Source: an optimization exercise on an open RTL-to-GDS flow (aim: small area, a short achievable clock period and few clock cycles per item). Production flows keep margins and buffers that such runs may drop.
The RTL was checked by simulation tests, not by an equivalence proof against the original design.

<file path="run.sh">
#!/bin/bash
# synth_recipe.tcl (not shown) runs the flow's synth.tcl, then flattens the netlist and writes it again
# the make line also repeats each setting of config.mk as NAME=value (left out here)
make -C /OpenROAD-flow-scripts/flow DESIGN_CONFIG=/design/flow/config.mk WORK_HOME=/design/flow/orfs CLKGATE_MAP_FILE= SYNTH_SCRIPT=/design/flow/synth_recipe.tcl finish
</file>
<file path="config.mk">
export PLATFORM = sky130hd
export DESIGN_NAME = complex_div
export DESIGN_NICKNAME = complex_div
export VERILOG_FILES = /design/flow/design.v
export SDC_FILE = /design/flow/constraint.sdc
export NUM_CORES = 4
export LEC_CHECK = 0
export ABC_AREA = 1
export CAP_MARGIN = 20
export CORE_MARGIN = 2
export CORE_UTILIZATION = 65
export CTS_BUF_LIST = sky130_fd_sc_hd__clkbuf_8
export CTS_CLUSTER_SIZE = 24
export SETUP_SLACK_MARGIN = 3.8
export SLEW_MARGIN = 20
</file>
<file path="constraint.sdc">
create_clock -name core_clock -period 7.0 [get_ports {clk}]
set_input_delay 1.4000 -clock core_clock [delete_from_list [all_inputs] [get_ports {clk}]]
set_output_delay 1.4000 -clock core_clock [all_outputs]
set_load 0.01 [all_outputs]
</file>
<file path="design.v">
package sdft_pkg;
  function automatic int prod_w(input int in_w);
    prod_w = 2 * in_w + 1;
  endfunction
  function automatic int iter_n(input int in_w, input int fr_w);
    iter_n = in_w + fr_w;
  endfunction
endpackage
module serial_udiv #(parameter int rem_w = 15, parameter int out_w = 15, parameter int d_w = 16) (
  input  logic [rem_w-1:0] rem, input logic xbit, input logic [d_w-1:0] divisor,
  output logic [out_w-1:0] rem_o, output logic take);
  localparam int sw = (rem_w + 1 > d_w) ? rem_w + 1 : d_w;
  localparam int TOPS = (sw > 16) ? 16 : (sw > 8) ? 8 : (sw > 4) ? 4 : (sw > 2) ? 2 : 1;
  logic [sw-1:0] sh, dv, diff, g, p, gg, pp;
  always_comb begin
    sh = sw'({rem, xbit}); dv = sw'(divisor);
    g = ~sh & dv;
    p = ~(sh ^ dv);
    gg = g; pp = p;
    for (int s = 1; s < sw; s = s * 2)
      for (int i = 2*s-1; i < sw; i += 2*s) begin
        gg[i] = gg[i] | (pp[i] & gg[i-s]);
        pp[i] = pp[i] & pp[i-s];
      end
    for (int s = TOPS; s >= 1; s = s / 2)
      for (int i = 3*s-1; i < sw; i += 2*s) begin
        gg[i] = gg[i] | (pp[i] & gg[i-s]);
        pp[i] = pp[i] & pp[i-s];
      end
    diff[0] = sh[0] ^ dv[0];
    for (int i = 1; i < sw; i++) diff[i] = sh[i] ^ dv[i] ^ gg[i-1];
    take = !gg[sw-1];
    rem_o = take ? diff[out_w-1:0] : sh[out_w-1:0];
  end
endmodule
module cd_front (
  input  logic [7:0]  ar,
  input  logic [7:0]  ai,
  input  logic [7:0]  br,
  input  logic [7:0]  bi,
  input  logic [3:0]  br_one,
  input  logic [3:0]  br_two,
  input  logic [3:0]  br_neg,
  input  logic [3:0]  bi_one,
  input  logic [3:0]  bi_two,
  input  logic [3:0]  bi_neg,
  output logic [16:0] nr_x,
  output logic [16:0] nr_y,
  output logic [16:0] nr_z,
  output logic [16:0] ni_x,
  output logic [16:0] ni_y,
  output logic [16:0] ni_z,
  output logic [15:0] d_x,
  output logic [15:0] d_y,
  output logic [15:0] d_z
);
  wire r1 = (((br_one[0] & ar[0]) | (br_two[0] & 1'b0))) ^ br_neg[0];
  wire r2 = (((br_one[0] & ar[1]) | (br_two[0] & ar[0]))) ^ br_neg[0];
  wire r3 = (((br_one[0] & ar[2]) | (br_two[0] & ar[1]))) ^ br_neg[0];
  wire r4 = (((br_one[0] & ar[3]) | (br_two[0] & ar[2]))) ^ br_neg[0];
  wire r5 = (((br_one[0] & ar[4]) | (br_two[0] & ar[3]))) ^ br_neg[0];
  wire r6 = (((br_one[0] & ar[5]) | (br_two[0] & ar[4]))) ^ br_neg[0];
  wire r7 = (((br_one[0] & ar[6]) | (br_two[0] & ar[5]))) ^ br_neg[0];
  wire r8 = (((br_one[0] & ar[7]) | (br_two[0] & ar[6]))) ^ br_neg[0];
  wire r9 = (((br_one[0] & ar[7]) | (br_two[0] & ar[7]))) ^ br_neg[0];
  wire r10 = (((br_one[0] & ar[7]) | (br_two[0] & ar[7]))) ^ br_neg[0];
  wire nr11 = ~r10;
  wire r12 = (((br_one[1] & ar[0]) | (br_two[1] & 1'b0))) ^ br_neg[1];
  wire r13 = (((br_one[1] & ar[1]) | (br_two[1] & ar[0]))) ^ br_neg[1];
  wire r14 = (((br_one[1] & ar[2]) | (br_two[1] & ar[1]))) ^ br_neg[1];
  wire r15 = (((br_one[1] & ar[3]) | (br_two[1] & ar[2]))) ^ br_neg[1];
  wire r16 = (((br_one[1] & ar[4]) | (br_two[1] & ar[3]))) ^ br_neg[1];
  wire r17 = (((br_one[1] & ar[5]) | (br_two[1] & ar[4]))) ^ br_neg[1];
  wire r18 = (((br_one[1] & ar[6]) | (br_two[1] & ar[5]))) ^ br_neg[1];
  wire r19 = (((br_one[1] & ar[7]) | (br_two[1] & ar[6]))) ^ br_neg[1];
  wire r20 = (((br_one[1] & ar[7]) | (br_two[1] & ar[7]))) ^ br_neg[1];
  wire r21 = (((br_one[1] & ar[7]) | (br_two[1] & ar[7]))) ^ br_neg[1];
  wire nr22 = ~r21;
  wire r23 = (((br_one[2] & ar[0]) | (br_two[2] & 1'b0))) ^ br_neg[2];
  wire r24 = (((br_one[2] & ar[1]) | (br_two[2] & ar[0]))) ^ br_neg[2];
  wire r25 = (((br_one[2] & ar[2]) | (br_two[2] & ar[1]))) ^ br_neg[2];
  wire r26 = (((br_one[2] & ar[3]) | (br_two[2] & ar[2]))) ^ br_neg[2];
  wire r27 = (((br_one[2] & ar[4]) | (br_two[2] & ar[3]))) ^ br_neg[2];
  wire r28 = (((br_one[2] & ar[5]) | (br_two[2] & ar[4]))) ^ br_neg[2];
  wire r29 = (((br_one[2] & ar[6]) | (br_two[2] & ar[5]))) ^ br_neg[2];
  wire r30 = (((br_one[2] & ar[7]) | (br_two[2] & ar[6]))) ^ br_neg[2];
  wire r31 = (((br_one[2] & ar[7]) | (br_two[2] & ar[7]))) ^ br_neg[2];
  wire r32 = (((br_one[2] & ar[7]) | (br_two[2] & ar[7]))) ^ br_neg[2];
  wire nr33 = ~r32;
  wire r34 = (((br_one[3] & ar[0]) | (br_two[3] & 1'b0))) ^ br_neg[3];
  wire r35 = (((br_one[3] & ar[1]) | (br_two[3] & ar[0]))) ^ br_neg[3];
  wire r36 = (((br_one[3] & ar[2]) | (br_two[3] & ar[1]))) ^ br_neg[3];
  wire r37 = (((br_one[3] & ar[3]) | (br_two[3] & ar[2]))) ^ br_neg[3];
  wire r38 = (((br_one[3] & ar[4]) | (br_two[3] & ar[3]))) ^ br_neg[3];
  wire r39 = (((br_one[3] & ar[5]) | (br_two[3] & ar[4]))) ^ br_neg[3];
  wire r40 = (((br_one[3] & ar[6]) | (br_two[3] & ar[5]))) ^ br_neg[3];
  wire r41 = (((br_one[3] & ar[7]) | (br_two[3] & ar[6]))) ^ br_neg[3];
  wire r42 = (((br_one[3] & ar[7]) | (br_two[3] & ar[7]))) ^ br_neg[3];
  wire r43 = (((br_one[3] & ar[7]) | (br_two[3] & ar[7]))) ^ br_neg[3];
  wire nr44 = ~r43;
  wire r45 = (((bi_one[0] & ai[0]) | (bi_two[0] & 1'b0))) ^ bi_neg[0];
  wire r46 = (((bi_one[0] & ai[1]) | (bi_two[0] & ai[0]))) ^ bi_neg[0];
  wire r47 = (((bi_one[0] & ai[2]) | (bi_two[0] & ai[1]))) ^ bi_neg[0];
  wire r48 = (((bi_one[0] & ai[3]) | (bi_two[0] & ai[2]))) ^ bi_neg[0];
  wire r49 = (((bi_one[0] & ai[4]) | (bi_two[0] & ai[3]))) ^ bi_neg[0];
  wire r50 = (((bi_one[0] & ai[5]) | (bi_two[0] & ai[4]))) ^ bi_neg[0];
  wire r51 = (((bi_one[0] & ai[6]) | (bi_two[0] & ai[5]))) ^ bi_neg[0];
  wire r52 = (((bi_one[0] & ai[7]) | (bi_two[0] & ai[6]))) ^ bi_neg[0];
  wire r53 = (((bi_one[0] & ai[7]) | (bi_two[0] & ai[7]))) ^ bi_neg[0];
  wire r54 = (((bi_one[0] & ai[7]) | (bi_two[0] & ai[7]))) ^ bi_neg[0];
  wire nr55 = ~r54;
  wire r56 = (((bi_one[1] & ai[0]) | (bi_two[1] & 1'b0))) ^ bi_neg[1];
  wire r57 = (((bi_one[1] & ai[1]) | (bi_two[1] & ai[0]))) ^ bi_neg[1];
  wire r58 = (((bi_one[1] & ai[2]) | (bi_two[1] & ai[1]))) ^ bi_neg[1];
  wire r59 = (((bi_one[1] & ai[3]) | (bi_two[1] & ai[2]))) ^ bi_neg[1];
  wire r60 = (((bi_one[1] & ai[4]) | (bi_two[1] & ai[3]))) ^ bi_neg[1];
  wire r61 = (((bi_one[1] & ai[5]) | (bi_two[1] & ai[4]))) ^ bi_neg[1];
  wire r62 = (((bi_one[1] & ai[6]) | (bi_two[1] & ai[5]))) ^ bi_neg[1];
  wire r63 = (((bi_one[1] & ai[7]) | (bi_two[1] & ai[6]))) ^ bi_neg[1];
  wire r64 = (((bi_one[1] & ai[7]) | (bi_two[1] & ai[7]))) ^ bi_neg[1];
  wire r65 = (((bi_one[1] & ai[7]) | (bi_two[1] & ai[7]))) ^ bi_neg[1];
  wire nr66 = ~r65;
  wire r67 = (((bi_one[2] & ai[0]) | (bi_two[2] & 1'b0))) ^ bi_neg[2];
  wire r68 = (((bi_one[2] & ai[1]) | (bi_two[2] & ai[0]))) ^ bi_neg[2];
  wire r69 = (((bi_one[2] & ai[2]) | (bi_two[2] & ai[1]))) ^ bi_neg[2];
  wire r70 = (((bi_one[2] & ai[3]) | (bi_two[2] & ai[2]))) ^ bi_neg[2];
  wire r71 = (((bi_one[2] & ai[4]) | (bi_two[2] & ai[3]))) ^ bi_neg[2];
  wire r72 = (((bi_one[2] & ai[5]) | (bi_two[2] & ai[4]))) ^ bi_neg[2];
  wire r73 = (((bi_one[2] & ai[6]) | (bi_two[2] & ai[5]))) ^ bi_neg[2];
  wire r74 = (((bi_one[2] & ai[7]) | (bi_two[2] & ai[6]))) ^ bi_neg[2];
  wire r75 = (((bi_one[2] & ai[7]) | (bi_two[2] & ai[7]))) ^ bi_neg[2];
  wire r76 = (((bi_one[2] & ai[7]) | (bi_two[2] & ai[7]))) ^ bi_neg[2];
  wire nr77 = ~r76;
  wire r78 = (((bi_one[3] & ai[0]) | (bi_two[3] & 1'b0))) ^ bi_neg[3];
  wire r79 = (((bi_one[3] & ai[1]) | (bi_two[3] & ai[0]))) ^ bi_neg[3];
  wire r80 = (((bi_one[3] & ai[2]) | (bi_two[3] & ai[1]))) ^ bi_neg[3];
  wire r81 = (((bi_one[3] & ai[3]) | (bi_two[3] & ai[2]))) ^ bi_neg[3];
  wire r82 = (((bi_one[3] & ai[4]) | (bi_two[3] & ai[3]))) ^ bi_neg[3];
  wire r83 = (((bi_one[3] & ai[5]) | (bi_two[3] & ai[4]))) ^ bi_neg[3];
  wire r84 = (((bi_one[3] & ai[6]) | (bi_two[3] & ai[5]))) ^ bi_neg[3];
  wire r85 = (((bi_one[3] & ai[7]) | (bi_two[3] & ai[6]))) ^ bi_neg[3];
  wire r86 = (((bi_one[3] & ai[7]) | (bi_two[3] & ai[7]))) ^ bi_neg[3];
  wire r87 = (((bi_one[3] & ai[7]) | (bi_two[3] & ai[7]))) ^ bi_neg[3];
  wire nr88 = ~r87;
  wire e89 = br_neg[3] ^ bi_neg[3];
  wire e90 = br_neg[3] & bi_neg[3];
  wire s91 = r5 ^ r14 ^ r23;
  wire c92 = (r5 & r14) | (r5 & r23) | (r14 & r23);
  wire s93 = r6 ^ r15;
  wire c94 = r6 & r15;
  wire s95 = r7 ^ r16 ^ r25;
  wire c96 = (r7 & r16) | (r7 & r25) | (r16 & r25);
  wire s97 = r34 ^ r51 ^ r60;
  wire c98 = (r34 & r51) | (r34 & r60) | (r51 & r60);
  wire s99 = r8 ^ r17 ^ r26;
  wire c100 = (r8 & r17) | (r8 & r26) | (r17 & r26);
  wire s101 = r35 ^ r52 ^ r61;
  wire c102 = (r35 & r52) | (r35 & r61) | (r52 & r61);
  wire s103 = r70 ^ r79;
  wire c104 = r70 & r79;
  wire s105 = r9 ^ r18 ^ r27;
  wire c106 = (r9 & r18) | (r9 & r27) | (r18 & r27);
  wire s107 = r36 ^ r53 ^ r62;
  wire c108 = (r36 & r53) | (r36 & r62) | (r53 & r62);
  wire s109 = r71 ^ r80;
  wire c110 = r71 & r80;
  wire s111 = nr11 ^ r19 ^ r28;
  wire c112 = (nr11 & r19) | (nr11 & r28) | (r19 & r28);
  wire s113 = r37 ^ nr55 ^ r63;
  wire c114 = (r37 & nr55) | (r37 & r63) | (nr55 & r63);
  wire s115 = r72 ^ r81;
  wire c116 = r72 & r81;
  wire s117 = r20 ^ r29 ^ r38;
  wire c118 = (r20 & r29) | (r20 & r38) | (r29 & r38);
  wire s119 = r64 ^ r73 ^ r82;
  wire c120 = (r64 & r73) | (r64 & r82) | (r73 & r82);
  wire s121 = nr22 ^ r30 ^ r39;
  wire c122 = (nr22 & r30) | (nr22 & r39) | (r30 & r39);
  wire s123 = nr66 ^ r74;
  wire c124 = nr66 & r74;
  wire s125 = r3 ^ r12 ^ br_neg[1];
  wire c126 = (r3 & r12) | (r3 & br_neg[1]) | (r12 & br_neg[1]);
  wire s127 = r4 ^ r13;
  wire c128 = r4 & r13;
  wire s129 = s91 ^ br_neg[2] ^ r49;
  wire c130 = (s91 & br_neg[2]) | (s91 & r49) | (br_neg[2] & r49);
  wire s131 = r58 ^ r67;
  wire c132 = r58 & r67;
  wire s133 = c92 ^ s93 ^ r24;
  wire c134 = (c92 & s93) | (c92 & r24) | (s93 & r24);
  wire s135 = r50 ^ r59 ^ r68;
  wire c136 = (r50 & r59) | (r50 & r68) | (r59 & r68);
  wire s137 = c94 ^ s95 ^ s97;
  wire c138 = (c94 & s95) | (c94 & s97) | (s95 & s97);
  wire s139 = r69 ^ r78 ^ e89;
  wire c140 = (r69 & r78) | (r69 & e89) | (r78 & e89);
  wire s141 = c96 ^ c98 ^ s99;
  wire c142 = (c96 & c98) | (c96 & s99) | (c98 & s99);
  wire s143 = s101 ^ s103 ^ e90;
  wire c144 = (s101 & s103) | (s101 & e90) | (s103 & e90);
  wire s145 = c100 ^ c102 ^ c104;
  wire c146 = (c100 & c102) | (c100 & c104) | (c102 & c104);
  wire s147 = s105 ^ s107 ^ s109;
  wire c148 = (s105 & s107) | (s105 & s109) | (s107 & s109);
  wire s149 = c106 ^ c108 ^ c110;
  wire c150 = (c106 & c108) | (c106 & c110) | (c108 & c110);
  wire s151 = s111 ^ s113 ^ s115;
  wire c152 = (s111 & s113) | (s111 & s115) | (s113 & s115);
  wire s153 = c112 ^ c114 ^ c116;
  wire c154 = (c112 & c114) | (c112 & c116) | (c114 & c116);
  wire s155 = s117 ^ s119 ^ 1'b1;
  wire c156 = (s117 & s119) | (s117 & 1'b1) | (s119 & 1'b1);
  wire s157 = c118 ^ c120 ^ s121;
  wire c158 = (c118 & c120) | (c118 & s121) | (c120 & s121);
  wire s159 = s123 ^ r83 ^ 1'b1;
  wire c160 = (s123 & r83) | (s123 & 1'b1) | (r83 & 1'b1);
  wire s161 = c122 ^ c124 ^ r31;
  wire c162 = (c122 & c124) | (c122 & r31) | (c124 & r31);
  wire s163 = r40 ^ r75 ^ r84;
  wire c164 = (r40 & r75) | (r40 & r84) | (r75 & r84);
  wire s165 = nr33 ^ r41 ^ nr77;
  wire c166 = (nr33 & r41) | (nr33 & nr77) | (r41 & nr77);
  wire s167 = r85 ^ 1'b1;
  wire c168 = r85 & 1'b1;
  wire s169 = r1 ^ br_neg[0];
  wire c170 = r1 & br_neg[0];
  wire s171 = s125 ^ r47;
  wire c172 = s125 & r47;
  wire s173 = c126 ^ s127 ^ r48;
  wire c174 = (c126 & s127) | (c126 & r48) | (s127 & r48);
  wire s175 = c128 ^ s129 ^ s131;
  wire c176 = (c128 & s129) | (c128 & s131) | (s129 & s131);
  wire s177 = c130 ^ c132 ^ s133;
  wire c178 = (c130 & c132) | (c130 & s133) | (c132 & s133);
  wire s179 = c134 ^ c136 ^ s137;
  wire c180 = (c134 & c136) | (c134 & s137) | (c136 & s137);
  wire s181 = c138 ^ c140 ^ s141;
  wire c182 = (c138 & c140) | (c138 & s141) | (c140 & s141);
  wire s183 = c142 ^ c144 ^ s145;
  wire c184 = (c142 & c144) | (c142 & s145) | (c144 & s145);
  wire s185 = c146 ^ c148 ^ s149;
  wire c186 = (c146 & c148) | (c146 & s149) | (c148 & s149);
  wire s187 = c150 ^ c152 ^ s153;
  wire c188 = (c150 & c152) | (c150 & s153) | (c152 & s153);
  wire s189 = c154 ^ c156 ^ s157;
  wire c190 = (c154 & c156) | (c154 & s157) | (c156 & s157);
  wire s191 = c158 ^ c160 ^ s161;
  wire c192 = (c158 & c160) | (c158 & s161) | (c160 & s161);
  wire s193 = c162 ^ c164 ^ s165;
  wire c194 = (c162 & c164) | (c162 & s165) | (c164 & s165);
  wire s195 = c166 ^ c168 ^ r42;
  wire c196 = (c166 & c168) | (c166 & r42) | (c168 & r42);
  wire s197 = nr44 ^ nr88;
  wire c198 = nr44 & nr88;
  assign nr_x = {c198, c196, c194, c192, c190, c188, c186, c184, c182, c180, c178, c176, c174, c172, s171, c170, s169};
  assign nr_y = {1'b0, s197, s195, s193, s191, s189, s187, s185, s183, s181, s179, s177, s175, s173, r56, r2, r45};
  assign nr_z = {1'b0, 1'b1, r86, s167, s163, s159, s155, s151, s147, s143, s139, s135, bi_neg[2], r57, bi_neg[1], r46, bi_neg[0]};
  wire r199 = (((br_one[0] & ai[0]) | (br_two[0] & 1'b0))) ^ br_neg[0];
  wire r200 = (((br_one[0] & ai[1]) | (br_two[0] & ai[0]))) ^ br_neg[0];
  wire r201 = (((br_one[0] & ai[2]) | (br_two[0] & ai[1]))) ^ br_neg[0];
  wire r202 = (((br_one[0] & ai[3]) | (br_two[0] & ai[2]))) ^ br_neg[0];
  wire r203 = (((br_one[0] & ai[4]) | (br_two[0] & ai[3]))) ^ br_neg[0];
  wire r204 = (((br_one[0] & ai[5]) | (br_two[0] & ai[4]))) ^ br_neg[0];
  wire r205 = (((br_one[0] & ai[6]) | (br_two[0] & ai[5]))) ^ br_neg[0];
  wire r206 = (((br_one[0] & ai[7]) | (br_two[0] & ai[6]))) ^ br_neg[0];
  wire r207 = (((br_one[0] & ai[7]) | (br_two[0] & ai[7]))) ^ br_neg[0];
  wire r208 = (((br_one[0] & ai[7]) | (br_two[0] & ai[7]))) ^ br_neg[0];
  wire nr209 = ~r208;
  wire r210 = (((br_one[1] & ai[0]) | (br_two[1] & 1'b0))) ^ br_neg[1];
  wire r211 = (((br_one[1] & ai[1]) | (br_two[1] & ai[0]))) ^ br_neg[1];
  wire r212 = (((br_one[1] & ai[2]) | (br_two[1] & ai[1]))) ^ br_neg[1];
  wire r213 = (((br_one[1] & ai[3]) | (br_two[1] & ai[2]))) ^ br_neg[1];
  wire r214 = (((br_one[1] & ai[4]) | (br_two[1] & ai[3]))) ^ br_neg[1];
  wire r215 = (((br_one[1] & ai[5]) | (br_two[1] & ai[4]))) ^ br_neg[1];
  wire r216 = (((br_one[1] & ai[6]) | (br_two[1] & ai[5]))) ^ br_neg[1];
  wire r217 = (((br_one[1] & ai[7]) | (br_two[1] & ai[6]))) ^ br_neg[1];
  wire r218 = (((br_one[1] & ai[7]) | (br_two[1] & ai[7]))) ^ br_neg[1];
  wire r219 = (((br_one[1] & ai[7]) | (br_two[1] & ai[7]))) ^ br_neg[1];
  wire nr220 = ~r219;
  wire r221 = (((br_one[2] & ai[0]) | (br_two[2] & 1'b0))) ^ br_neg[2];
  wire r222 = (((br_one[2] & ai[1]) | (br_two[2] & ai[0]))) ^ br_neg[2];
  wire r223 = (((br_one[2] & ai[2]) | (br_two[2] & ai[1]))) ^ br_neg[2];
  wire r224 = (((br_one[2] & ai[3]) | (br_two[2] & ai[2]))) ^ br_neg[2];
  wire r225 = (((br_one[2] & ai[4]) | (br_two[2] & ai[3]))) ^ br_neg[2];
  wire r226 = (((br_one[2] & ai[5]) | (br_two[2] & ai[4]))) ^ br_neg[2];
  wire r227 = (((br_one[2] & ai[6]) | (br_two[2] & ai[5]))) ^ br_neg[2];
  wire r228 = (((br_one[2] & ai[7]) | (br_two[2] & ai[6]))) ^ br_neg[2];
  wire r229 = (((br_one[2] & ai[7]) | (br_two[2] & ai[7]))) ^ br_neg[2];
  wire r230 = (((br_one[2] & ai[7]) | (br_two[2] & ai[7]))) ^ br_neg[2];
  wire nr231 = ~r230;
  wire r232 = (((br_one[3] & ai[0]) | (br_two[3] & 1'b0))) ^ br_neg[3];
  wire r233 = (((br_one[3] & ai[1]) | (br_two[3] & ai[0]))) ^ br_neg[3];
  wire r234 = (((br_one[3] & ai[2]) | (br_two[3] & ai[1]))) ^ br_neg[3];
  wire r235 = (((br_one[3] & ai[3]) | (br_two[3] & ai[2]))) ^ br_neg[3];
  wire r236 = (((br_one[3] & ai[4]) | (br_two[3] & ai[3]))) ^ br_neg[3];
  wire r237 = (((br_one[3] & ai[5]) | (br_two[3] & ai[4]))) ^ br_neg[3];
  wire r238 = (((br_one[3] & ai[6]) | (br_two[3] & ai[5]))) ^ br_neg[3];
  wire r239 = (((br_one[3] & ai[7]) | (br_two[3] & ai[6]))) ^ br_neg[3];
  wire r240 = (((br_one[3] & ai[7]) | (br_two[3] & ai[7]))) ^ br_neg[3];
  wire r241 = (((br_one[3] & ai[7]) | (br_two[3] & ai[7]))) ^ br_neg[3];
  wire nr242 = ~r241;
  wire ng243 = ~bi_neg[0] & (bi_one[0] | bi_two[0]);
  wire r244 = (((bi_one[0] & ar[0]) | (bi_two[0] & 1'b0))) ^ ng243;
  wire r245 = (((bi_one[0] & ar[1]) | (bi_two[0] & ar[0]))) ^ ng243;
  wire r246 = (((bi_one[0] & ar[2]) | (bi_two[0] & ar[1]))) ^ ng243;
  wire r247 = (((bi_one[0] & ar[3]) | (bi_two[0] & ar[2]))) ^ ng243;
  wire r248 = (((bi_one[0] & ar[4]) | (bi_two[0] & ar[3]))) ^ ng243;
  wire r249 = (((bi_one[0] & ar[5]) | (bi_two[0] & ar[4]))) ^ ng243;
  wire r250 = (((bi_one[0] & ar[6]) | (bi_two[0] & ar[5]))) ^ ng243;
  wire r251 = (((bi_one[0] & ar[7]) | (bi_two[0] & ar[6]))) ^ ng243;
  wire r252 = (((bi_one[0] & ar[7]) | (bi_two[0] & ar[7]))) ^ ng243;
  wire r253 = (((bi_one[0] & ar[7]) | (bi_two[0] & ar[7]))) ^ ng243;
  wire nr254 = ~r253;
  wire ng255 = ~bi_neg[1] & (bi_one[1] | bi_two[1]);
  wire r256 = (((bi_one[1] & ar[0]) | (bi_two[1] & 1'b0))) ^ ng255;
  wire r257 = (((bi_one[1] & ar[1]) | (bi_two[1] & ar[0]))) ^ ng255;
  wire r258 = (((bi_one[1] & ar[2]) | (bi_two[1] & ar[1]))) ^ ng255;
  wire r259 = (((bi_one[1] & ar[3]) | (bi_two[1] & ar[2]))) ^ ng255;
  wire r260 = (((bi_one[1] & ar[4]) | (bi_two[1] & ar[3]))) ^ ng255;
  wire r261 = (((bi_one[1] & ar[5]) | (bi_two[1] & ar[4]))) ^ ng255;
  wire r262 = (((bi_one[1] & ar[6]) | (bi_two[1] & ar[5]))) ^ ng255;
  wire r263 = (((bi_one[1] & ar[7]) | (bi_two[1] & ar[6]))) ^ ng255;
  wire r264 = (((bi_one[1] & ar[7]) | (bi_two[1] & ar[7]))) ^ ng255;
  wire r265 = (((bi_one[1] & ar[7]) | (bi_two[1] & ar[7]))) ^ ng255;
  wire nr266 = ~r265;
  wire ng267 = ~bi_neg[2] & (bi_one[2] | bi_two[2]);
  wire r268 = (((bi_one[2] & ar[0]) | (bi_two[2] & 1'b0))) ^ ng267;
  wire r269 = (((bi_one[2] & ar[1]) | (bi_two[2] & ar[0]))) ^ ng267;
  wire r270 = (((bi_one[2] & ar[2]) | (bi_two[2] & ar[1]))) ^ ng267;
  wire r271 = (((bi_one[2] & ar[3]) | (bi_two[2] & ar[2]))) ^ ng267;
  wire r272 = (((bi_one[2] & ar[4]) | (bi_two[2] & ar[3]))) ^ ng267;
  wire r273 = (((bi_one[2] & ar[5]) | (bi_two[2] & ar[4]))) ^ ng267;
  wire r274 = (((bi_one[2] & ar[6]) | (bi_two[2] & ar[5]))) ^ ng267;
  wire r275 = (((bi_one[2] & ar[7]) | (bi_two[2] & ar[6]))) ^ ng267;
  wire r276 = (((bi_one[2] & ar[7]) | (bi_two[2] & ar[7]))) ^ ng267;
  wire r277 = (((bi_one[2] & ar[7]) | (bi_two[2] & ar[7]))) ^ ng267;
  wire nr278 = ~r277;
  wire ng279 = ~bi_neg[3] & (bi_one[3] | bi_two[3]);
  wire r280 = (((bi_one[3] & ar[0]) | (bi_two[3] & 1'b0))) ^ ng279;
  wire r281 = (((bi_one[3] & ar[1]) | (bi_two[3] & ar[0]))) ^ ng279;
  wire r282 = (((bi_one[3] & ar[2]) | (bi_two[3] & ar[1]))) ^ ng279;
  wire r283 = (((bi_one[3] & ar[3]) | (bi_two[3] & ar[2]))) ^ ng279;
  wire r284 = (((bi_one[3] & ar[4]) | (bi_two[3] & ar[3]))) ^ ng279;
  wire r285 = (((bi_one[3] & ar[5]) | (bi_two[3] & ar[4]))) ^ ng279;
  wire r286 = (((bi_one[3] & ar[6]) | (bi_two[3] & ar[5]))) ^ ng279;
  wire r287 = (((bi_one[3] & ar[7]) | (bi_two[3] & ar[6]))) ^ ng279;
  wire r288 = (((bi_one[3] & ar[7]) | (bi_two[3] & ar[7]))) ^ ng279;
  wire r289 = (((bi_one[3] & ar[7]) | (bi_two[3] & ar[7]))) ^ ng279;
  wire nr290 = ~r289;
  wire e291 = br_neg[3] ^ ng279;
  wire e292 = br_neg[3] & ng279;
  wire s293 = r203 ^ r212 ^ r221;
  wire c294 = (r203 & r212) | (r203 & r221) | (r212 & r221);
  wire s295 = r204 ^ r213;
  wire c296 = r204 & r213;
  wire s297 = r205 ^ r214 ^ r223;
  wire c298 = (r205 & r214) | (r205 & r223) | (r214 & r223);
  wire s299 = r232 ^ r250 ^ r260;
  wire c300 = (r232 & r250) | (r232 & r260) | (r250 & r260);
  wire s301 = r206 ^ r215 ^ r224;
  wire c302 = (r206 & r215) | (r206 & r224) | (r215 & r224);
  wire s303 = r233 ^ r251 ^ r261;
  wire c304 = (r233 & r251) | (r233 & r261) | (r251 & r261);
  wire s305 = r271 ^ r281;
  wire c306 = r271 & r281;
  wire s307 = r207 ^ r216 ^ r225;
  wire c308 = (r207 & r216) | (r207 & r225) | (r216 & r225);
  wire s309 = r234 ^ r252 ^ r262;
  wire c310 = (r234 & r252) | (r234 & r262) | (r252 & r262);
  wire s311 = r272 ^ r282;
  wire c312 = r272 & r282;
  wire s313 = nr209 ^ r217 ^ r226;
  wire c314 = (nr209 & r217) | (nr209 & r226) | (r217 & r226);
  wire s315 = r235 ^ nr254 ^ r263;
  wire c316 = (r235 & nr254) | (r235 & r263) | (nr254 & r263);
  wire s317 = r273 ^ r283;
  wire c318 = r273 & r283;
  wire s319 = r218 ^ r227 ^ r236;
  wire c320 = (r218 & r227) | (r218 & r236) | (r227 & r236);
  wire s321 = r264 ^ r274 ^ r284;
  wire c322 = (r264 & r274) | (r264 & r284) | (r274 & r284);
  wire s323 = nr220 ^ r228 ^ r237;
  wire c324 = (nr220 & r228) | (nr220 & r237) | (r228 & r237);
  wire s325 = nr266 ^ r275;
  wire c326 = nr266 & r275;
  wire s327 = r201 ^ r210 ^ br_neg[1];
  wire c328 = (r201 & r210) | (r201 & br_neg[1]) | (r210 & br_neg[1]);
  wire s329 = r202 ^ r211;
  wire c330 = r202 & r211;
  wire s331 = s293 ^ br_neg[2] ^ r248;
  wire c332 = (s293 & br_neg[2]) | (s293 & r248) | (br_neg[2] & r248);
  wire s333 = r258 ^ r268;
  wire c334 = r258 & r268;
  wire s335 = c294 ^ s295 ^ r222;
  wire c336 = (c294 & s295) | (c294 & r222) | (s295 & r222);
  wire s337 = r249 ^ r259 ^ r269;
  wire c338 = (r249 & r259) | (r249 & r269) | (r259 & r269);
  wire s339 = c296 ^ s297 ^ s299;
  wire c340 = (c296 & s297) | (c296 & s299) | (s297 & s299);
  wire s341 = r270 ^ r280 ^ e291;
  wire c342 = (r270 & r280) | (r270 & e291) | (r280 & e291);
  wire s343 = c298 ^ c300 ^ s301;
  wire c344 = (c298 & c300) | (c298 & s301) | (c300 & s301);
  wire s345 = s303 ^ s305 ^ e292;
  wire c346 = (s303 & s305) | (s303 & e292) | (s305 & e292);
  wire s347 = c302 ^ c304 ^ c306;
  wire c348 = (c302 & c304) | (c302 & c306) | (c304 & c306);
  wire s349 = s307 ^ s309 ^ s311;
  wire c350 = (s307 & s309) | (s307 & s311) | (s309 & s311);
  wire s351 = c308 ^ c310 ^ c312;
  wire c352 = (c308 & c310) | (c308 & c312) | (c310 & c312);
  wire s353 = s313 ^ s315 ^ s317;
  wire c354 = (s313 & s315) | (s313 & s317) | (s315 & s317);
  wire s355 = c314 ^ c316 ^ c318;
  wire c356 = (c314 & c316) | (c314 & c318) | (c316 & c318);
  wire s357 = s319 ^ s321 ^ 1'b1;
  wire c358 = (s319 & s321) | (s319 & 1'b1) | (s321 & 1'b1);
  wire s359 = c320 ^ c322 ^ s323;
  wire c360 = (c320 & c322) | (c320 & s323) | (c322 & s323);
  wire s361 = s325 ^ r285 ^ 1'b1;
  wire c362 = (s325 & r285) | (s325 & 1'b1) | (r285 & 1'b1);
  wire s363 = c324 ^ c326 ^ r229;
  wire c364 = (c324 & c326) | (c324 & r229) | (c326 & r229);
  wire s365 = r238 ^ r276 ^ r286;
  wire c366 = (r238 & r276) | (r238 & r286) | (r276 & r286);
  wire s367 = nr231 ^ r239 ^ nr278;
  wire c368 = (nr231 & r239) | (nr231 & nr278) | (r239 & nr278);
  wire s369 = r287 ^ 1'b1;
  wire c370 = r287 & 1'b1;
  wire s371 = r199 ^ br_neg[0];
  wire c372 = r199 & br_neg[0];
  wire s373 = s327 ^ r246;
  wire c374 = s327 & r246;
  wire s375 = c328 ^ s329 ^ r247;
  wire c376 = (c328 & s329) | (c328 & r247) | (s329 & r247);
  wire s377 = c330 ^ s331 ^ s333;
  wire c378 = (c330 & s331) | (c330 & s333) | (s331 & s333);
  wire s379 = c332 ^ c334 ^ s335;
  wire c380 = (c332 & c334) | (c332 & s335) | (c334 & s335);
  wire s381 = c336 ^ c338 ^ s339;
  wire c382 = (c336 & c338) | (c336 & s339) | (c338 & s339);
  wire s383 = c340 ^ c342 ^ s343;
  wire c384 = (c340 & c342) | (c340 & s343) | (c342 & s343);
  wire s385 = c344 ^ c346 ^ s347;
  wire c386 = (c344 & c346) | (c344 & s347) | (c346 & s347);
  wire s387 = c348 ^ c350 ^ s351;
  wire c388 = (c348 & c350) | (c348 & s351) | (c350 & s351);
  wire s389 = c352 ^ c354 ^ s355;
  wire c390 = (c352 & c354) | (c352 & s355) | (c354 & s355);
  wire s391 = c356 ^ c358 ^ s359;
  wire c392 = (c356 & c358) | (c356 & s359) | (c358 & s359);
  wire s393 = c360 ^ c362 ^ s363;
  wire c394 = (c360 & c362) | (c360 & s363) | (c362 & s363);
  wire s395 = c364 ^ c366 ^ s367;
  wire c396 = (c364 & c366) | (c364 & s367) | (c366 & s367);
  wire s397 = c368 ^ c370 ^ r240;
  wire c398 = (c368 & c370) | (c368 & r240) | (c370 & r240);
  wire s399 = nr242 ^ nr290;
  wire c400 = nr242 & nr290;
  assign ni_x = {c400, c398, c396, c394, c392, c390, c388, c386, c384, c382, c380, c378, c376, c374, s373, c372, s371};
  assign ni_y = {1'b0, s399, s397, s395, s393, s391, s389, s387, s385, s383, s381, s379, s377, s375, r256, r200, r244};
  assign ni_z = {1'b0, 1'b1, r288, s369, s365, s361, s357, s353, s349, s345, s341, s337, ng267, r257, ng255, r245, ng243};
  wire sq401 = br[0] & br[1];
  wire sq402 = br[0] & br[2];
  wire sq403 = br[0] & br[3];
  wire sq404 = br[0] & br[4];
  wire sq405 = br[0] & br[5];
  wire sq406 = br[0] & br[6];
  wire sq407 = br[0] & br[7];
  wire nq408 = ~sq407;
  wire sq409 = br[1] & br[2];
  wire sq410 = br[1] & br[3];
  wire sq411 = br[1] & br[4];
  wire sq412 = br[1] & br[5];
  wire sq413 = br[1] & br[6];
  wire sq414 = br[1] & br[7];
  wire nq415 = ~sq414;
  wire sq416 = br[2] & br[3];
  wire sq417 = br[2] & br[4];
  wire sq418 = br[2] & br[5];
  wire sq419 = br[2] & br[6];
  wire sq420 = br[2] & br[7];
  wire nq421 = ~sq420;
  wire sq422 = br[3] & br[4];
  wire sq423 = br[3] & br[5];
  wire sq424 = br[3] & br[6];
  wire sq425 = br[3] & br[7];
  wire nq426 = ~sq425;
  wire sq427 = br[4] & br[5];
  wire sq428 = br[4] & br[6];
  wire sq429 = br[4] & br[7];
  wire nq430 = ~sq429;
  wire sq431 = br[5] & br[6];
  wire sq432 = br[5] & br[7];
  wire nq433 = ~sq432;
  wire sq434 = br[6] & br[7];
  wire nq435 = ~sq434;
  wire sq436 = bi[0] & bi[1];
  wire sq437 = bi[0] & bi[2];
  wire sq438 = bi[0] & bi[3];
  wire sq439 = bi[0] & bi[4];
  wire sq440 = bi[0] & bi[5];
  wire sq441 = bi[0] & bi[6];
  wire sq442 = bi[0] & bi[7];
  wire nq443 = ~sq442;
  wire sq444 = bi[1] & bi[2];
  wire sq445 = bi[1] & bi[3];
  wire sq446 = bi[1] & bi[4];
  wire sq447 = bi[1] & bi[5];
  wire sq448 = bi[1] & bi[6];
  wire sq449 = bi[1] & bi[7];
  wire nq450 = ~sq449;
  wire sq451 = bi[2] & bi[3];
  wire sq452 = bi[2] & bi[4];
  wire sq453 = bi[2] & bi[5];
  wire sq454 = bi[2] & bi[6];
  wire sq455 = bi[2] & bi[7];
  wire nq456 = ~sq455;
  wire sq457 = bi[3] & bi[4];
  wire sq458 = bi[3] & bi[5];
  wire sq459 = bi[3] & bi[6];
  wire sq460 = bi[3] & bi[7];
  wire nq461 = ~sq460;
  wire sq462 = bi[4] & bi[5];
  wire sq463 = bi[4] & bi[6];
  wire sq464 = bi[4] & bi[7];
  wire nq465 = ~sq464;
  wire sq466 = bi[5] & bi[6];
  wire sq467 = bi[5] & bi[7];
  wire nq468 = ~sq467;
  wire sq469 = bi[6] & bi[7];
  wire nq470 = ~sq469;
  wire e471 = br[4] ^ bi[4];
  wire e472 = br[4] & bi[4];
  wire s473 = sq405 ^ sq411 ^ sq416;
  wire c474 = (sq405 & sq411) | (sq405 & sq416) | (sq411 & sq416);
  wire s475 = sq406 ^ sq412;
  wire c476 = sq406 & sq412;
  wire s477 = nq408 ^ sq413 ^ sq418;
  wire c478 = (nq408 & sq413) | (nq408 & sq418) | (sq413 & sq418);
  wire s479 = sq422 ^ nq443 ^ sq448;
  wire c480 = (sq422 & nq443) | (sq422 & sq448) | (nq443 & sq448);
  wire s481 = nq415 ^ sq419 ^ sq423;
  wire c482 = (nq415 & sq419) | (nq415 & sq423) | (sq419 & sq423);
  wire s483 = nq450 ^ sq454 ^ sq458;
  wire c484 = (nq450 & sq454) | (nq450 & sq458) | (sq454 & sq458);
  wire s485 = nq421 ^ sq424 ^ sq427;
  wire c486 = (nq421 & sq424) | (nq421 & sq427) | (sq424 & sq427);
  wire s487 = br[5] ^ nq456 ^ sq459;
  wire c488 = (br[5] & nq456) | (br[5] & sq459) | (nq456 & sq459);
  wire s489 = sq403 ^ sq409 ^ br[2];
  wire c490 = (sq403 & sq409) | (sq403 & br[2]) | (sq409 & br[2]);
  wire s491 = sq404 ^ sq410;
  wire c492 = sq404 & sq410;
  wire s493 = s473 ^ br[3] ^ sq440;
  wire c494 = (s473 & br[3]) | (s473 & sq440) | (br[3] & sq440);
  wire s495 = sq446 ^ sq451;
  wire c496 = sq446 & sq451;
  wire s497 = c474 ^ s475 ^ sq417;
  wire c498 = (c474 & s475) | (c474 & sq417) | (s475 & sq417);
  wire s499 = sq441 ^ sq447 ^ sq452;
  wire c500 = (sq441 & sq447) | (sq441 & sq452) | (sq447 & sq452);
  wire s501 = c476 ^ s477 ^ s479;
  wire c502 = (c476 & s477) | (c476 & s479) | (s477 & s479);
  wire s503 = sq453 ^ sq457 ^ e471;
  wire c504 = (sq453 & sq457) | (sq453 & e471) | (sq457 & e471);
  wire s505 = c478 ^ c480 ^ s481;
  wire c506 = (c478 & c480) | (c478 & s481) | (c480 & s481);
  wire s507 = s483 ^ 1'b1 ^ e472;
  wire c508 = (s483 & 1'b1) | (s483 & e472) | (1'b1 & e472);
  wire s509 = c482 ^ c484 ^ s485;
  wire c510 = (c482 & c484) | (c482 & s485) | (c484 & s485);
  wire s511 = s487 ^ sq462 ^ bi[5];
  wire c512 = (s487 & sq462) | (s487 & bi[5]) | (sq462 & bi[5]);
  wire s513 = c486 ^ c488 ^ nq426;
  wire c514 = (c486 & c488) | (c486 & nq426) | (c488 & nq426);
  wire s515 = sq428 ^ nq461 ^ sq463;
  wire c516 = (sq428 & nq461) | (sq428 & sq463) | (nq461 & sq463);
  wire s517 = nq430 ^ sq431 ^ br[6];
  wire c518 = (nq430 & sq431) | (nq430 & br[6]) | (sq431 & br[6]);
  wire s519 = nq465 ^ sq466 ^ bi[6];
  wire c520 = (nq465 & sq466) | (nq465 & bi[6]) | (sq466 & bi[6]);
  wire s521 = sq401 ^ br[1];
  wire c522 = sq401 & br[1];
  wire s523 = s489 ^ sq438;
  wire c524 = s489 & sq438;
  wire s525 = c490 ^ s491 ^ sq439;
  wire c526 = (c490 & s491) | (c490 & sq439) | (s491 & sq439);
  wire s527 = c492 ^ s493 ^ s495;
  wire c528 = (c492 & s493) | (c492 & s495) | (s493 & s495);
  wire s529 = c494 ^ c496 ^ s497;
  wire c530 = (c494 & c496) | (c494 & s497) | (c496 & s497);
  wire s531 = c498 ^ c500 ^ s501;
  wire c532 = (c498 & c500) | (c498 & s501) | (c500 & s501);
  wire s533 = c502 ^ c504 ^ s505;
  wire c534 = (c502 & c504) | (c502 & s505) | (c504 & s505);
  wire s535 = c506 ^ c508 ^ s509;
  wire c536 = (c506 & c508) | (c506 & s509) | (c508 & s509);
  wire s537 = c510 ^ c512 ^ s513;
  wire c538 = (c510 & c512) | (c510 & s513) | (c512 & s513);
  wire s539 = c514 ^ c516 ^ s517;
  wire c540 = (c514 & c516) | (c514 & s517) | (c516 & s517);
  wire s541 = c518 ^ c520 ^ nq433;
  wire c542 = (c518 & c520) | (c518 & nq433) | (c520 & nq433);
  wire s543 = nq435 ^ br[7] ^ nq470;
  wire c544 = (nq435 & br[7]) | (nq435 & nq470) | (br[7] & nq470);
  assign d_x = {c544, c542, c540, c538, c536, c534, c532, c530, c528, c526, c524, s523, c522, s521, 1'b0, br[0]};
  assign d_y = {1'b0, s543, s541, s539, s537, s535, s533, s531, s529, s527, s525, sq444, sq402, sq436, 1'b0, bi[0]};
  assign d_z = {1'b0, bi[7], nq468, s519, s515, s511, s507, s503, s499, bi[3], sq445, bi[2], sq437, bi[1], 1'b0, 1'b0};
endmodule
module complex_div #(
  parameter int data_in_w  = 8,
  parameter int data_out_w = 16,
  parameter int frac_w     = 8
) (
  input  logic                         clk,
  input  logic                         reset_n,
  input  logic signed [data_in_w-1:0]  a_real,
  input  logic signed [data_in_w-1:0]  a_imag,
  input  logic signed [data_in_w-1:0]  b_real,
  input  logic signed [data_in_w-1:0]  b_imag,
  input  logic                         in_valid,
  output logic                         in_ready,
  output logic signed [data_out_w-1:0] out_real,
  output logic signed [data_out_w-1:0] out_imag,
  output logic                         out_valid,
  input  logic                         out_ready,
  output logic                         div_zero,
  output logic                         sat
);
  localparam int NS = 16;    
  localparam int DW = 16;    
  localparam int SPS = 1;    
  localparam int NT = NS / SPS;  
  logic          adv;                
  logic [NT+4:0] vld;                
  logic          kv;                 
  logic          push, pop, o_free;
  assign in_ready = adv;
  logic [7:0] ar0, ai0, br0, bi0;
  logic [3:0] br_one, br_two, br_neg, bi_one, bi_two, bi_neg;
  function automatic logic [11:0] booth(input logic [7:0] b);
    logic [3:0] o, t, n;
    logic       b2, b1, b0;
    for (int k = 0; k < 4; k++) begin
      b2   = b[2*k+1];
      b1   = b[2*k];
      b0   = (k == 0) ? 1'b0 : b[2*k-1];
      o[k] = b1 ^ b0;
      t[k] = (b2 & ~b1 & ~b0) | (~b2 & b1 & b0);
      n[k] = b2 & ~(b1 & b0);
    end
    booth = {o, t, n};
  endfunction
  logic [16:0] nr_x, nr_y, nr_z, ni_x, ni_y, ni_z;
  logic [15:0] d_x, d_y, d_z;
  logic [16:0] nr_x1, nr_y1, nr_z1, ni_x1, ni_y1, ni_z1;
  logic [15:0] d_x1, d_y1, d_z1;
  cd_front u_front (
    .ar(ar0), .ai(ai0), .br(br0), .bi(bi0),
    .br_one(br_one), .br_two(br_two), .br_neg(br_neg),
    .bi_one(bi_one), .bi_two(bi_two), .bi_neg(bi_neg),
    .nr_x(nr_x), .nr_y(nr_y), .nr_z(nr_z),
    .ni_x(ni_x), .ni_y(ni_y), .ni_z(ni_z),
    .d_x(d_x), .d_y(d_y), .d_z(d_z)
  );
  always_ff @(posedge clk) begin
    if (adv) begin
      ar0   <= a_real;
      ai0   <= a_imag;
      br0   <= b_real;
      bi0   <= b_imag;
      {br_one, br_two, br_neg} <= booth(b_real);
      {bi_one, bi_two, bi_neg} <= booth(b_imag);
      nr_x1 <= nr_x;
      nr_y1 <= nr_y;
      nr_z1 <= nr_z;
      ni_x1 <= ni_x;
      ni_y1 <= ni_y;
      ni_z1 <= ni_z;
      d_x1  <= d_x;
      d_y1  <= d_y;
      d_z1  <= d_z;
    end
  end
  logic [NS:0][14:0] rem_r, rem_i;    
  logic [NS:0][15:0] dq_r, dq_i;      
  logic [NS:0][15:0] den;
  logic [NS:0]       ng_r, ng_i, dz;   
  logic [16:0] nr2, ni2;
  logic [15:0] d2;
  always_ff @(posedge clk) begin
    if (adv) begin
      nr2 <= nr_x1 + nr_y1 + nr_z1;
      ni2 <= ni_x1 + ni_y1 + ni_z1;
      d2  <= d_x1 + d_y1 + d_z1;
    end
  end
  logic [15:0] nm_r3, nm_i3, d3;
  logic        ng_r3, ng_i3;
  always_ff @(posedge clk) begin
    if (adv) begin
      nm_r3 <= nr2[16] ? 16'(-nr2) : nr2[15:0];
      nm_i3 <= ni2[16] ? 16'(-ni2) : ni2[15:0];
      ng_r3 <= nr2[16];
      ng_i3 <= ni2[16];
      d3    <= d2;
    end
  end
  assign rem_r[0] = 15'(nm_r3[15:8]);
  assign rem_i[0] = 15'(nm_i3[15:8]);
  assign dq_r[0]  = {nm_r3[7:0], 8'b0};
  assign dq_i[0]  = {nm_i3[7:0], 8'b0};
  assign den[0]   = d3;
  assign ng_r[0]  = ng_r3;
  assign ng_i[0]  = ng_i3;
  assign dz[0]    = 1'b0;
  for (genvar j = 1; j <= NS; j++) begin : g_step
    localparam int WI = (8 + j - 1 < 15) ? 8 + j - 1 : 15;    
    localparam int WO = (8 + j < 15) ? 8 + j : 15;            
    localparam int XQ = (j < 8) ? 8 : j;                       
    localparam bit REG = (j % SPS == 0) || (j == NS);
    logic [WO-1:0] nrem_r, nrem_i;
    logic          tk_r, tk_i;
    logic [15:0]   ndq_r, ndq_i;
    serial_udiv #(.rem_w(WI), .out_w(WO), .d_w(DW)) u_r (
      .rem(rem_r[j-1][WI-1:0]), .xbit(dq_r[j-1][15]), .divisor(den[j-1]),
      .rem_o(nrem_r), .take(tk_r));
    serial_udiv #(.rem_w(WI), .out_w(WO), .d_w(DW)) u_i (
      .rem(rem_i[j-1][WI-1:0]), .xbit(dq_i[j-1][15]), .divisor(den[j-1]),
      .rem_o(nrem_i), .take(tk_i));
    assign ndq_r = {dq_r[j-1][14:0], tk_r};
    assign ndq_i = {dq_i[j-1][14:0], tk_i};
    if (REG) begin : g_reg
      logic [XQ-1:0] xq_r, xq_i;
      logic          g_r, g_i;
      always_ff @(posedge clk) begin
        if (adv) begin
          g_r <= ng_r[j-1];
          g_i <= ng_i[j-1];
        end
      end
      if (j < 8) begin : g_x
        always_ff @(posedge clk) begin
          if (adv) begin
            xq_r <= {ndq_r[15:8+j], ndq_r[j-1:0]};
            xq_i <= {ndq_i[15:8+j], ndq_i[j-1:0]};
          end
        end
        assign dq_r[j] = {xq_r[7:j], 8'b0, xq_r[j-1:0]};
        assign dq_i[j] = {xq_i[7:j], 8'b0, xq_i[j-1:0]};
      end else begin : g_q
        always_ff @(posedge clk) begin
          if (adv) begin
            xq_r <= ndq_r[j-1:0];
            xq_i <= ndq_i[j-1:0];
          end
        end
        assign dq_r[j] = 16'(xq_r);
        assign dq_i[j] = 16'(xq_i);
      end
      if (j < NS) begin : g_rem
        logic [WO-1:0] rr, ri;
        logic [15:0]   dd;
        always_ff @(posedge clk) begin
          if (adv) begin
            rr <= nrem_r;
            ri <= nrem_i;
            dd <= den[j-1];
          end
        end
        assign rem_r[j] = 15'(rr);
        assign rem_i[j] = 15'(ri);
        assign den[j]   = dd;
        assign dz[j]    = 1'b0;
      end else begin : g_last
        logic z;
        always_ff @(posedge clk) begin
          if (adv) z <= (den[j-1] == 16'd0);
        end
        assign rem_r[j] = '0;
        assign rem_i[j] = '0;
        assign den[j]   = '0;
        assign dz[j]    = z;
      end
      assign ng_r[j] = g_r;
      assign ng_i[j] = g_i;
    end else begin : g_comb
      assign rem_r[j] = 15'(nrem_r);
      assign rem_i[j] = 15'(nrem_i);
      assign dq_r[j]  = ndq_r;
      assign dq_i[j]  = ndq_i;
      assign den[j]   = den[j-1];
      assign ng_r[j]  = ng_r[j-1];
      assign ng_i[j]  = ng_i[j-1];
      assign dz[j]    = 1'b0;
    end
  end
  function automatic logic [16:0] clamp(input logic neg, input logic zero, input logic [15:0] q);
    logic [15:0] v;
    logic        s;
    if (zero) begin
      v = 16'd0;
      s = 1'b0;
    end else if (q[15]) begin
      v = neg ? 16'h8000 : 16'h7fff;
      s = !neg || (q[14:0] != 15'd0);
    end else begin
      v = neg ? -q : q;
      s = 1'b0;
    end
    clamp = {s, v};
  endfunction
  logic [15:0] res_r, res_i;
  logic        st_r, st_i;
  assign {st_r, res_r} = clamp(ng_r[NS], dz[NS], dq_r[NS]);
  assign {st_i, res_i} = clamp(ng_i[NS], dz[NS], dq_i[NS]);
  logic [15:0] k_real, k_imag;
  logic        k_dz, k_sat;
  assign push   = adv && vld[NT+3];
  assign pop    = out_valid && out_ready;
  assign o_free = !out_valid || out_ready;
  always_ff @(posedge clk) begin
    if (adv) begin
      k_real <= res_r;
      k_imag <= res_i;
      k_dz   <= dz[NS];
      k_sat  <= st_r || st_i;
    end
    if (o_free) begin
      out_real <= kv ? k_real : res_r;
      out_imag <= kv ? k_imag : res_i;
      div_zero <= kv ? k_dz   : dz[NS];
      sat      <= kv ? k_sat  : (st_r || st_i);
    end
  end
  logic kv_n;
  always_comb begin
    if (o_free) kv_n = kv && push;
    else        kv_n = kv || push;
  end
  always_ff @(posedge clk or negedge reset_n) begin
    if (!reset_n) begin
      adv       <= 1'b0;
      vld       <= '0;
      kv        <= 1'b0;
      out_valid <= 1'b0;
    end else begin
      if (adv) vld <= {vld[NT+3:0], in_valid};
      kv        <= kv_n;
      out_valid <= o_free ? (kv || push) : 1'b1;
      adv       <= !kv_n;
    end
  end
endmodule
</file>
==> reports/qor.txt, run 1 <==
===============================================================================================
Result of the run ................................................................  timing/DRC/antenna clean
Predominant post-synthesis flop cell ............................................. sky130_fd_sc_hd__edfxtp_1
Die Footprint ....................................................................  120,000 um2
Max clock buf depth ..............................................................            3
Global Route Usage Sum ...........................................................        0.270
Layout-stage area growth over the synthesis result ...............................        8.40%
Final-layout fill cell count .....................................................        8,388
Number of top-level pins .........................................................           72
Arrival time of data at the critical path endpoint ...............................      1.74 ns
Std-Cell Core Area ...............................................................  116,000 um2
Kind of launch point of the worst setup path .....................................    flip-flop
Layout net count .................................................................        7,484
Leading cell types by total area after synthesis ................................. sky130_fd_sc_hd__edfxtp_1, sky130_fd_sc_hd__fa_1, sky130_fd_sc_hd__ha_1, sky130_fd_sc_hd__nand2_1, sky130_fd_sc_hd__inv_1
# DRC ............................................................................            0
Total clock buffers created by CTS ...............................................          222
Final standard cell count with taps included and fillers excluded ................        8,311
Per-cell via count in the routed design ..........................................         5.48
Crit. End Element ................................................................ primary output
Vert. Die Dim ....................................................................       346 um
Number of global-route vias before repair ........................................       46,400
Startpoint of the tightest hold check path ....................................... g_step[15].g_reg.xq_r[13]$_DFFE_PP_
Sequential cell area fraction in the yosys report ................................        0.547
Adder-cell share of the synthesized area .........................................        0.170
TritonCTS clock tree .............................................................        built
Number of synthesized register bits ..............................................        1,389
Share of the synthesized area in compound gates (AO/OA/AOI/OAI) ..................       0.0837
Residual overflow from global routing ............................................            0
XOR/XNOR Fraction of Synth Area ..................................................       0.0428
Clock tree root buffer cell ...................................................... sky130_fd_sc_hd__clkbuf_8
Setup slack, reg-to-reg ..........................................................      3.93 ns
R2R cell count ...................................................................            7
Number of standard cells after synthesis .........................................        6,416
Initial core utilization .........................................................        0.655
Mux share of post-synthesis cell area ............................................     0.000444
Busiest grt layer ................................................................         met2
Avg Synthesized Cell Area ........................................................     11.9 um2
Max-slew headroom at the worst pin ...............................................        0.323
Total area of sequential cells ...................................................   41,600 um2
CP Max Fanout ....................................................................            2
First element of the critical path ............................................... adv$_DFF_PN0_
Fraction of synthesis flops using an asynchronous set or reset pin ...............       0.0166
Final period util ................................................................        0.448
Number of placement rows .........................................................          125
Met1 Track Usage GR ..............................................................        0.308
Summed instance area of the synthesized netlist ..................................   76,100 um2
Min Tclk post-route ..............................................................      3.14 ns
Clock Skews ......................................................................    0.0372 ns
Wire length reported by the detailed router ......................................   157,000 um
Number of routed nets with antenna violations ....................................            0
Timing endpoint of the critical path .............................................     in_ready
Global placer's final weighted congestion ........................................        0.880
Leading area contributor after synthesis ......................................... sky130_fd_sc_hd__edfxtp_1
Die X-Extent .....................................................................       346 um
Critical Setup Path Class ........................................................ flip-flop to primary output
DRT Pass-1 Iters .................................................................            6
Fraction of final layout cells sized beyond drive strength 1 .....................        0.104
Worst Hold Class ................................................................. flip-flop to flip-flop
Global routing met2 resource utilization .........................................        0.505
Final-report max-slew violation count ............................................            0
Later-pin clock latency in the skew report .......................................      0.95 ns
Routed len/inst ..................................................................      18.9 um
Synth Warn # .....................................................................            9
Area occupied by multi-input gates ...............................................   29,800 um2
Via count ........................................................................       45,600
Met3 Usage GRT ...................................................................       0.0402
Clock input transition at the sequential cells of the worst setup and hold paths .      0.07 ns
Transition time of the tightest slew-check pin ...................................      1.01 ns
Most frequent cells after synthesis .............................................. sky130_fd_sc_hd__edfxtp_1, sky130_fd_sc_hd__nand2_1, sky130_fd_sc_hd__inv_1
Pin count of the biggest net entering global routing .............................          191
Count of port buffers added during placement .....................................           71
Startpoint of the lowest-slack register-to-register path ......................... br_one[3]$_DFFE_PP_
Post-layout worst setup margin ...................................................      3.86 ns
Number of H-tree levels ..........................................................            4
Post-synthesis net count .........................................................        7,290
Maximum clock frequency ..........................................................      319 MHz
Setup repair after global routing missed its margin ..............................          yes
Worst r2r dst .................................................................... nr_y1[8]$_DFFE_PP_
First-pass GRT wire length .......................................................   249,000 um
HPWL reported at the end of detailed placement ...................................   116,000 um
Iteration-0 DRC Markers ..........................................................        2,875
Worst hold slack .................................................................     0.392 ns
Library cell with the highest instance count after synthesis ..................... sky130_fd_sc_hd__edfxtp_1
Area share of the largest cell type after synthesis ..............................        0.539
Combinational family with the most area after synthesis ..........................  adder cells
CTS Sinks ........................................................................        1,389
Placed Cells .....................................................................        7,890
Synth unique cells ...............................................................           53
Number of maximum-capacitance constraint violations ..............................            0
Final Hold Violating Endpoints ...................................................            0
EDFF count, synth ................................................................        1,366
Antenna violations before repair .................................................            2
Required time at the worst-slack endpoint ........................................      5.60 ns
Setup WS pre-CTS .................................................................      3.07 ns
Number of endpoints failing setup at the final stage .............................            0
Simple-gate area share of the yosys netlist ......................................       0.0943
===============================================================================================
==> cell type report <==
cell class / count / share of cell area
multi-input cells: 3896 / 0.361
repair buffers: 106 / 0.0139
clock inverters: 175 / 0.0140
well taps: 1524 / 0.0231
diodes: 1 / 0.0000303
inverters: 995 / 0.0454
clock buffers: 225 / 0.0376
flip-flops and latches: 1389 / 0.504
==> worst max-delay path, cell delays in order (launching register included) <==
cell and delay [ns]:
sky130_fd_sc_hd__dfrtp_4 0.48, sky130_fd_sc_hd__buf_12 0.17, sky130_fd_sc_hd__buf_6 0.13
==> worst min path at each step <==
stage / end / slack, ns / cells past startpoint
after global routing: vld[2]$_DFFE_PN0P_ / 0.38 / 1
after detailed placement: d3[0]$_DFFE_PP_ / 0.40 / 0
after floorplan: d3[0]$_DFFE_PP_ / 0.40 / 0
after CTS: g_step[16].g_reg.xq_r[14]$_DFFE_PP_ / 0.38 / 0
final: g_step[16].g_reg.xq_r[14]$_DFFE_PP_ / 0.39 / 0
after global placement: g_step[4].g_reg.xq_i[3]$_DFFE_PP_ / 0.40 / 0
==> layout by cell type (no fill, tap or decap), types with 20 or more instances in the layout <==
cell type and n:
sky130_fd_sc_hd__nand2_1 1185, sky130_fd_sc_hd__nand4_1 37, sky130_fd_sc_hd__clkbuf_8 225, sky130_fd_sc_hd__a31o_2 49
sky130_fd_sc_hd__dfrtp_1 22, sky130_fd_sc_hd__nor3_1 28, sky130_fd_sc_hd__nand3_1 201, sky130_fd_sc_hd__o21ai_1 83
sky130_fd_sc_hd__nor2_1 177, sky130_fd_sc_hd__a21oi_2 31, sky130_fd_sc_hd__o21ai_0 166, sky130_fd_sc_hd__clkinv_2 25
sky130_fd_sc_hd__a21oi_1 182, sky130_fd_sc_hd__edfxtp_1 1366, sky130_fd_sc_hd__xor2_1 336, sky130_fd_sc_hd__o21ai_2 212
sky130_fd_sc_hd__clkdlybuf4s50_1 34, sky130_fd_sc_hd__xnor2_1 36, sky130_fd_sc_hd__ha_1 507, sky130_fd_sc_hd__dlygate4sd2_1 35
sky130_fd_sc_hd__nand2_2 52, sky130_fd_sc_hd__clkinv_1 55, sky130_fd_sc_hd__a21o_1 74, sky130_fd_sc_hd__fa_1 331
sky130_fd_sc_hd__buf_4 20, sky130_fd_sc_hd__o22ai_1 113, sky130_fd_sc_hd__inv_1 1047
==> registers in the layout, indices dropped and copies added (netlist names), 16 cells and up <==
register               count
d2                        16
ni2                       17
nm_i3                     16
nr_y1                     16
vld                       20
ni_x1                     17
nr_x1                     17
nm_r3                     16
g_step.g_reg.xq_i        164
k_imag                    16
k_real                    16
g_step.g_reg.g_i          16
g_step.g_reg.g_r          16
g_step.g_reg.xq_r        164
g_step.g_reg.g_rem.ri    204
nr2                       17
g_step.g_reg.g_rem.dd    240
out_real                  16
out_imag                  16
ni_y1                     16
g_step.g_reg.g_rem.rr    204
d3                        16
==> per-layer routing <==
metal / share of wire / vias up / wire length, um
met2: 0.54 / 1020 / 85700
li1: - / 22200 / -
met4: 0.040 / 2 / 6320
met5: 0.000083 / - / 13
met1: 0.38 / 22000 / 59100
met3: 0.040 / 333 / 6230
==> stage by stage <==
stage | setup TNS (ns) | utilization | instance area, um2
global placement | 0 | 0.671 | 77900
CTS | 0 | 0.709 | 82400
floorplan | -3728.30 | - | 76100
detailed placement | 0 | 0.671 | 77900
finish | 0 | 0.710 | 82500
global route | 0 | 0.710 | 82500
==> repair_timing <==
action,4_1_cts,5_1_grt
gates resized for setup,41,12
hold buffers,0,0
setup endpoints to repair,558,611
setup buffers,10,7
cloned,2,1
hold endpoints to repair,0,0
==> cells by family after synthesis <==
family,count (synthesis)
flops,1389
buf+inv,1131
xor+xnor,372
fa+ha+maj,838
mux,3
compound gates,959
simple gates,1724
Testbench counts, summed over its fixed seeds: cycles 3,376, items 3,200.
==> run 2, diff against run 1 <==
--- a/config.mk
+++ b/config.mk
@@ -8,8 +8,8 @@
 export ABC_AREA = 1
 export CAP_MARGIN = 20
 export CORE_MARGIN = 2
-export CORE_UTILIZATION = 65
-export CTS_BUF_LIST = sky130_fd_sc_hd__clkbuf_8
+export CORE_UTILIZATION = 60
+export CTS_BUF_LIST = sky130_fd_sc_hd__clkbuf_8 sky130_fd_sc_hd__clkbuf_16
 export CTS_CLUSTER_SIZE = 24
 export SETUP_SLACK_MARGIN = 3.8
 export SLEW_MARGIN = 20
==> reports/qor.txt, run 2 <==
===============================================================================================
Result of the run ................................................................  timing/DRC/antenna clean
Per-cell via count in the routed design ..........................................         5.38   -2.0%
Layout-stage area growth over the synthesis result ...............................        9.59%
Worst path cell trace ............................................................ clkdlybuf4s50_1
Final-layout fill cell count .....................................................        9,482   +13%
Metal3 WL ........................................................................      4950 um   -21%
Number of standard cells after synthesis .........................................        6,416   unchanged
Final Hold Violating Endpoints ...................................................            0   unchanged
Worst hold slack .................................................................     0.396 ns   +0.00438 ns
Commonest non-fill, non-tap cell in the layout ................................... sky130_fd_sc_hd__edfxtp_1
Most used cells in the layout excluding fill and tap cells ....................... sky130_fd_sc_hd__edfxtp_1, sky130_fd_sc_hd__nand2_1, sky130_fd_sc_hd__inv_1
Synth Warn # .....................................................................            9   unchanged
Max-slew headroom at the worst pin ...............................................        0.245   -0.0786
Max clock buf depth ..............................................................            3   unchanged
Global Route Usage Sum ...........................................................        0.250   -0.0201
Sequential cell area fraction in the yosys report ................................        0.547   unchanged
Die Footprint ....................................................................  130,000 um2   +8.2%
Placed Cells .....................................................................        8,020   +1.6%
Hold-fix buffers, CTS ............................................................            0   unchanged
First element of the critical path ............................................... adv$_DFF_PN0_
Avg Synthesized Cell Area ........................................................     11.9 um2   unchanged
First-pass GRT wire length .......................................................   251,000 um   +0.52%
Final-report max-slew violation count ............................................            0   unchanged
Clock tree root buffer cell ...................................................... sky130_fd_sc_hd__clkbuf_16
Critical Setup Path Class ........................................................ flip-flop to primary output
Combinational family with the most area after synthesis ..........................  adder cells
Clock Skews ......................................................................    0.0321 ns   -0.00508 ns
Number of top-level pins .........................................................           72   unchanged
Buffers & Inverters on Critical Path .............................................            1   -1
Later-pin clock latency in the skew report .......................................      0.78 ns   -0.17 ns
Startpoint of the lowest-slack register-to-register path ......................... ai0[2]$_DFFE_PP_
Setup repair after global routing missed its margin ..............................           no
Count of port buffers added during placement .....................................           71   unchanged
Clock input transition at the sequential cells of the worst setup and hold paths .      0.06 ns   about the same
Area share of the largest cell type after synthesis ..............................        0.539   unchanged
Length of routed wiring on met1 ..................................................    59,500 um   +0.66%
Total clock buffers created by CTS ...............................................          148   -33%
Die X-Extent .....................................................................       360 um   +4.0%
Startpoint of the tightest hold check path ....................................... g_step[1].g_reg.xq_r[5]$_DFFE_PP_
Leading cell types by total area after synthesis ................................. sky130_fd_sc_hd__edfxtp_1, sky130_fd_sc_hd__fa_1, sky130_fd_sc_hd__ha_1, sky130_fd_sc_hd__nand2_1, sky130_fd_sc_hd__inv_1
Residual overflow from global routing ............................................            0   unchanged
Fraction of synthesis flops using an asynchronous set or reset pin ...............       0.0166   unchanged
XOR/XNOR Fraction of Synth Area ..................................................       0.0428   unchanged
Setup WS pre-CTS .................................................................      3.70 ns   +0.631 ns
DRT Pass-1 Iters .................................................................            5   -1
===============================================================================================
## run 2: cell count changes in the layout (fill, tap and decap cells not counted), moves of 9 or more
cell	change
sky130_fd_sc_hd__clkinv_1	-29
sky130_fd_sc_hd__bufinv_16	+11
sky130_fd_sc_hd__clkdlybuf4s50_1	+36
sky130_fd_sc_hd__clkbuf_16	+149
sky130_fd_sc_hd__inv_1	-53
sky130_fd_sc_hd__clkinv_2	+9
sky130_fd_sc_hd__dlygate4sd2_1	-35
sky130_fd_sc_hd__clkbuf_8	-225
## run 2: cell type report
type | instances | share of cell area
clock inverter | 120 | 0.0158
timing repair buffer | 105 | 0.0124
tap | 1650 | 0.0248
clock buffer | 150 | 0.0450
inverter | 995 | 0.0449
sequential | 1389 | 0.499
multi-input combinational | 3896 | 0.358
## run 2: final timing paths
kind                                                      to  slack, ns
setup / recovery                                    in_ready       3.87
hold / removal             g_step[2].g_reg.xq_r[6]$_DFFE_PP_       0.40
setup reg to reg                          ni_y1[9]$_DFFE_PP_       3.90
hold reg to reg            g_step[2].g_reg.xq_r[6]$_DFFE_PP_       0.40
max in group asynchronous                      adv$_DFF_PN0_       6.02
min in group asynchronous                 vld[0]$_DFFE_PN0P_       0.59
## run 2: repair_timing
item,4_1_cts,5_1_grt
pin swaps,0,0
buffers inserted,6,8
gates resized for setup,0,14
gates cloned,0,0
endpoints found under the setup margin,13,85
## run 2: cells by family (layout without fill, tap and decap cells)
logic type / count (synthesis) / after routing
simple gates: 1724 / 1724
fa+ha+maj: 838 / 838
compound gates: 959 / 959
mux: 3 / 3
xor+xnor: 372 / 372
buf+inv: 1131 / 1370
flops: 1389 / 1389
## run 2: metrics by stage
stage / cell area (um2) / TNS (ns)
finish: 83400 / 0
CTS: 83200 / 0
floorplan: 76100 / -3728.30
global placement: 78100 / 0
detailed placement: 78100 / 0
global route: 83400 / 0
## run 2: per-layer routing
layer,vias to the layer above,track usage
li1,22000,-
met1,21600,0.280
met2,760,0.469
met3,323,0.0326
met4,2,0.117
met5,-,0

-- static timing again, ports no longer ideal --
No port has a modelled driver above. Below, the same layouts with a new extraction and two added sets of constraints. Step 1, drivers: a clkbuf_16 drives clk and a buf_2 each remaining input, both assumed. Step 2 adds t to the input delays and takes it off the output delays; t is the mean of the earliest and latest rising clock arrival at the registers after step 1. Input paths then give back, and output paths get back, about the clock's delay inside the block. Slacks: ideal ports / drivers / drivers and shift; pairs: ideal ports / drivers.
run | t (ns) | setup slack, ns | clock arrival spread, ns | worst slew at a driven data input, ns
run 1 | 1.014 | 3.861 / 3.785 / 3.930 | 0.040 / 0.039 | 0.05
run 2 | 0.837 | 3.871 / 3.798 / 3.899 | 0.036 / 0.036 | 0.07
After both steps every run listed still meets setup and hold.
